From an optimization exercise on the open Yosys and OpenROAD flow, aimed at small area, a short achievable clock period and few clock cycles; shortcuts taken in it are not production practice. Function was checked by simulation only, so behaviour that the tests miss may differ from the original. Power figures rest on the tool's default switching activity, not on a simulated workload.

Design ppc_relocation_patcher_top, start of the top module:
module ppc_relocation_patcher_top (
	input  logic            clk,
	input  logic            arst_n,
	input  logic            push,
	output logic            full,
	input  logic [168:0]    req,
	output logic            empty,
	input  logic            pop,
	output logic [69:0]     res,
	input  logic            cfg_valid,
	output logic            cfg_ready,
	input  logic [1:0]      cfg_index,
	input  logic [31:0]     cfg_data
);
	ppcrp_pkg::req_t  req_w;
	ppcrp_pkg::res_t  res_w;
	logic [15:0]      small_base_q;   
	logic [31:0]      tramp_end_q;
	logic [31:0]      tnext_q;
	logic             cfg_wr;
	logic             ven_pop;
	logic             room;
	logic [3:0]       vword;
	logic             vany;
	logic             noroom;
	logic             normal;
	logic             wr;
	logic             s_valid;
	logic             s_take;
	logic             c_full;
	ppcrp_pkg::slot_t slot;
	ppcrp_pkg::cmd_t  cmd_d;
	ppcrp_pkg::cmd_t  cmd_q;
	assign req_w     = req;
	assign res       = res_w;
	assign cfg_ready = 1'b1;
	assign cfg_wr    = cfg_valid && cfg_ready;
	assign s_take    = s_valid && !c_full;
	always_ff @(posedge clk or negedge arst_n) begin
		if (!arst_n) begin
			small_base_q <= 16'd0;
			tramp_end_q  <= 32'd0;
		end else if (cfg_wr) begin
			case (cfg_index)
				ppcrp_pkg::CFG_SMALL_BASE: small_base_q <= cfg_data[15:0];
				ppcrp_pkg::CFG_TRAMP_END:  tramp_end_q  <= cfg_data;
				default: ;
			endcase
		end
	end
	always_ff @(posedge clk or negedge arst_n) begin
		if (!arst_n) begin
			tnext_q <= 32'd0;
		end else if (cfg_wr && (cfg_index == ppcrp_pkg::CFG_TRAMP_START)) begin
			tnext_q <= cfg_data;
		end else if (ven_pop) begin
			tnext_q <= tnext_q + 32'd4;
		end
	end
	assign room = ({1'b0, tnext_q} + ppcrp_pkg::VENEER_BYTES) <= {1'b0, tramp_end_q};
	ppcrp_front u_front (
		.clk    (clk),
		.arst_n (arst_n),
		.push   (push),
		.full   (full),
		.req    (req_w),
		.take   (s_take),
		.valid  (s_valid),
		.slot   (slot)
	);
	ppcrp_classify u_classify (
		.slot       (slot),
		.small_base (small_base_q),
		.cmd        (cmd_d)
	);
	ppcrp_queue u_queue (
		.clk     (clk),
		.arst_n  (arst_n),
		.push    (s_valid),
		.full    (c_full),
		.wdata   (cmd_d),
		.tnext   (tnext_q),
		.room    (room),
		.pop     (pop),
		.empty   (empty),
  ...
Size: ~340 flip-flops, roughly 0.024 mm2 of cells after synthesis.
clock: 6.0 ns
lec_check: 0
abc_area: 1
cap_margin: 20
core_margin: 2
core_utilization: 40
setup_slack_margin: 3.1
slew_margin: 20
standard.sh (not shown) runs the stock make flow with config.mk's settings and CLKGATE_MAP_FILE= SYNTH_SCRIPT=/design/flow/synth_recipe.tcl, a recipe that flattens the netlist after the stock synthesis.
==> flow/flow/run.sh <==
#!/bin/bash
# Standard layout with smaller port buffers. Each ORFS step keeps its own
# log under orfs/logs; make's output goes to flow.log.
set -o pipefail
bash standard.sh \
	BUFFER_PORTS_ARGS="-buffer_cell sky130_fd_sc_hd__buf_2" \
	finish > flow.log 2>&1
Testbench counts at the start, summed over its fixed seeds: cycles 24,672.
Edit:
ABC_AREA = not set   (was 1)
SETUP_SLACK_MARGIN = 2.0   (was 3.1)
The new run went through all stages and came out clean.
Wire length drops by 17%.
Utilization shrinks by 7.2 points.
Clock skew rises by 12 ps.
Worst setup slack loses 800 ps.
Hold slack is better by 24 ps.
Edit:
ABC_AREA = 1   (was not set)
SETUP_SLACK_MARGIN = 2.7   (was 2.0)
After rerunning: Power increases by about 7%; area after synthesis grows by about 4%; utilization increases by 0.56 points; die area grows by about 4%; setup slack improves by 670 ps.


Starting RTL as in the previous note.
==> flow/design.v (excerpt) <==
module ppc_relocation_patcher_top (
	input  logic            clk,
	input  logic            arst_n,
	input  logic            push,
	output logic            full,
	input  logic [168:0]    req,
	output logic            empty,
	input  logic            pop,
	output logic [69:0]     res,
	input  logic            cfg_valid,
	output logic            cfg_ready,
	input  logic [1:0]      cfg_index,
	input  logic [31:0]     cfg_data
);
export LEC_CHECK = 0
export ABC_AREA = 1
export CAP_MARGIN = 20
export CORE_MARGIN = 2
export CORE_UTILIZATION = 30
export SETUP_SLACK_MARGIN = 2.8
export SLEW_MARGIN = 20
create_clock -name core_clock -period 6.0 [get_ports {clk}]
Scripts as last shown in full above: flow/flow/run.sh
The baseline completed with no timing, DRC or antenna violations.
Testbench counts at the start, summed over its fixed seeds: cycles 24,672.
==> next run, changes <==
ABC_AREA = default   (was 1)
CORE_UTILIZATION = 40   (was 30)
SETUP_SLACK_MARGIN = 2.5   (was 2.8)
After rerunning: Routed wire length came out lower by 6.6%; via count came out lower by 9.8%; worst setup slack is worse by 0.38 ns; clock-buffer cell count came out lower by 10; clock power came out lower by about 3%; total power came out lower by 6.2%.
==> next run, changes <==
ABC_AREA = 1   (was default)
After rerunning:
- sequential power came out higher by about 5%
- wire length goes up by 6.2%
- final area goes up by 1.3%
- total power climbs by 6.2%
- global-route usage went up by 0.90 points
- sequential share of layout area came out lower by 0.43 points
- die area went up by 3.8%
- core utilization fell by 1.4 points
- register-to-register slack improved by 0.20 ns
==> next run, changes <==
--- a/flow/flow/run.sh
+++ b/flow/flow/run.sh
@@ -6 +6 @@
-	BUFFER_PORTS_ARGS="-buffer_cell sky130_fd_sc_hd__buf_2" \
+	BUFFER_PORTS_ARGS="-buffer_cell sky130_fd_sc_hd__buf_1" \
CTS_BUF_LIST = sky130_fd_sc_hd__clkbuf_8   (was default)
SETUP_SLACK_MARGIN = 2.8   (was 2.5)
Effect: The changed run went through all stages and came out clean. Routed wire length came out higher slightly. Setup slack improves by 0.20 ns. Power came out lower by a few percent. Hold slack stays flat. Combinational power came out higher by a little under a tenth. Synthesized cell count stays the same. Cell area came out higher by a few percent. Via count came out higher slightly.


## run 1
ppc_relocation_patcher_top again, from the RTL that the note above started with.
## ppc_relocation_patcher_top
module ppc_relocation_patcher_top (
	input  logic            clk,
	input  logic            arst_n,
	input  logic            push,
	output logic            full,
	input  logic [168:0]    req,
	output logic            empty,
	input  logic            pop,
	output logic [69:0]     res,
	input  logic            cfg_valid,
	output logic            cfg_ready,
	input  logic [1:0]      cfg_index,
	input  logic [31:0]     cfg_data
);
export LEC_CHECK = 0
export ABC_AREA = 1
export CAP_MARGIN = 20
export CORE_MARGIN = 2
export CORE_UTILIZATION = 40
export CTS_BUF_LIST = sky130_fd_sc_hd__clkbuf_8
export SETUP_SLACK_MARGIN = 2.8
export SLEW_MARGIN = 20
create_clock -name core_clock -period 6.0 [get_ports {clk}]
==> flow/flow/run.sh <==
#!/bin/bash
# Standard layout with smaller port buffers. Each ORFS step keeps its own
# log under orfs/logs; make's output goes to flow.log.
set -o pipefail
bash standard.sh \
	BUFFER_PORTS_ARGS="-buffer_cell sky130_fd_sc_hd__buf_2" \
	finish > flow.log 2>&1
Testbench counts of run 1, summed over its fixed seeds: cycles 24,672.
#### Input delta (run 2 over run 1)
- removing CTS_BUF_LIST (formerly sky130_fd_sc_hd__clkbuf_8)
Results
Compared with run 1, run 2 shows a power share of the combinational group that is 2.1 points lower.
Summary of run 2 over run 1: sequential share of layout area dropped 0.29 points; worst IR drop on VDD went up by about 4.7%; met2 track utilization from global routing lower.
Comparing run 1 and run 2, the higher part of the power in the clock network is on run 2.
Total global routing track utilization delta (run 2 -> run 1): insignificant
### run 2 -> run 3
- swapping 2.8 for 2.5 in SETUP_SLACK_MARGIN
- clearing ABC_AREA, which used to be 1
- swapping 40 for 55 in CORE_UTILIZATION
Findings:
- Per the comparison of run 3 with run 2, final-layout worst hold slack essentially unchanged, flip-flop and latch power decreased by about 3% relative to the old numbers, aggregate global-route resource usage saw an increase.

==> re-timing with driven ports <==
In the flow no input, the clock included, has a driving cell. The finished layouts below were timed again as built, in two steps.
Step 1 (the two cells are an assumption about what drives the block):
set clk [get_ports {clk}]
set_driving_cell -lib_cell sky130_fd_sc_hd__clkbuf_16 $clk
set_driving_cell -lib_cell sky130_fd_sc_hd__buf_2 [delete_from_list [all_inputs] $clk]
Step 2, shift: input delay + t, output delay - t, t = (earliest + latest rising clock arrival at the registers) / 2. This alone moves slack from input paths to output paths.
a / b / c = ideal ports / drivers / drivers and shift; a / b = the first two.
run | shift t [ns] | setup WS [ns] | pins driven straight from the clock port
the first run of note 1 | 0.635 | 2.877 / 2.826 / 2.266 | 1
the second run of note 1 | 0.623 | 2.081 / 2.081 / 1.782 | 1
the third run of note 1 | 0.639 | 2.756 / 2.709 / 2.182 | 1
the first run of note 2 | 0.624 | 2.796 / 2.796 / 2.347 | 1
the second run of note 2 | 0.623 | 2.417 / 2.417 / 2.110 | 1
the third run of note 2 | 0.645 | 2.614 / 2.577 / 2.059 | 1
the fourth run of note 2 | 0.754 | 2.814 / 2.782 / 2.216 | 1
run 1 | 0.734 | 2.758 / 2.751 / 2.195 | 1
run 2 | 0.635 | 2.857 / 2.849 / 2.292 | 1
run 3 | 0.619 | 2.277 / 2.277 / 2.009 | 1
After both steps every run listed still meets setup and hold. The setup slack of the first run of note 1, which loses most, moves by -0.051 ns with the drivers and by -0.611 ns with both steps.
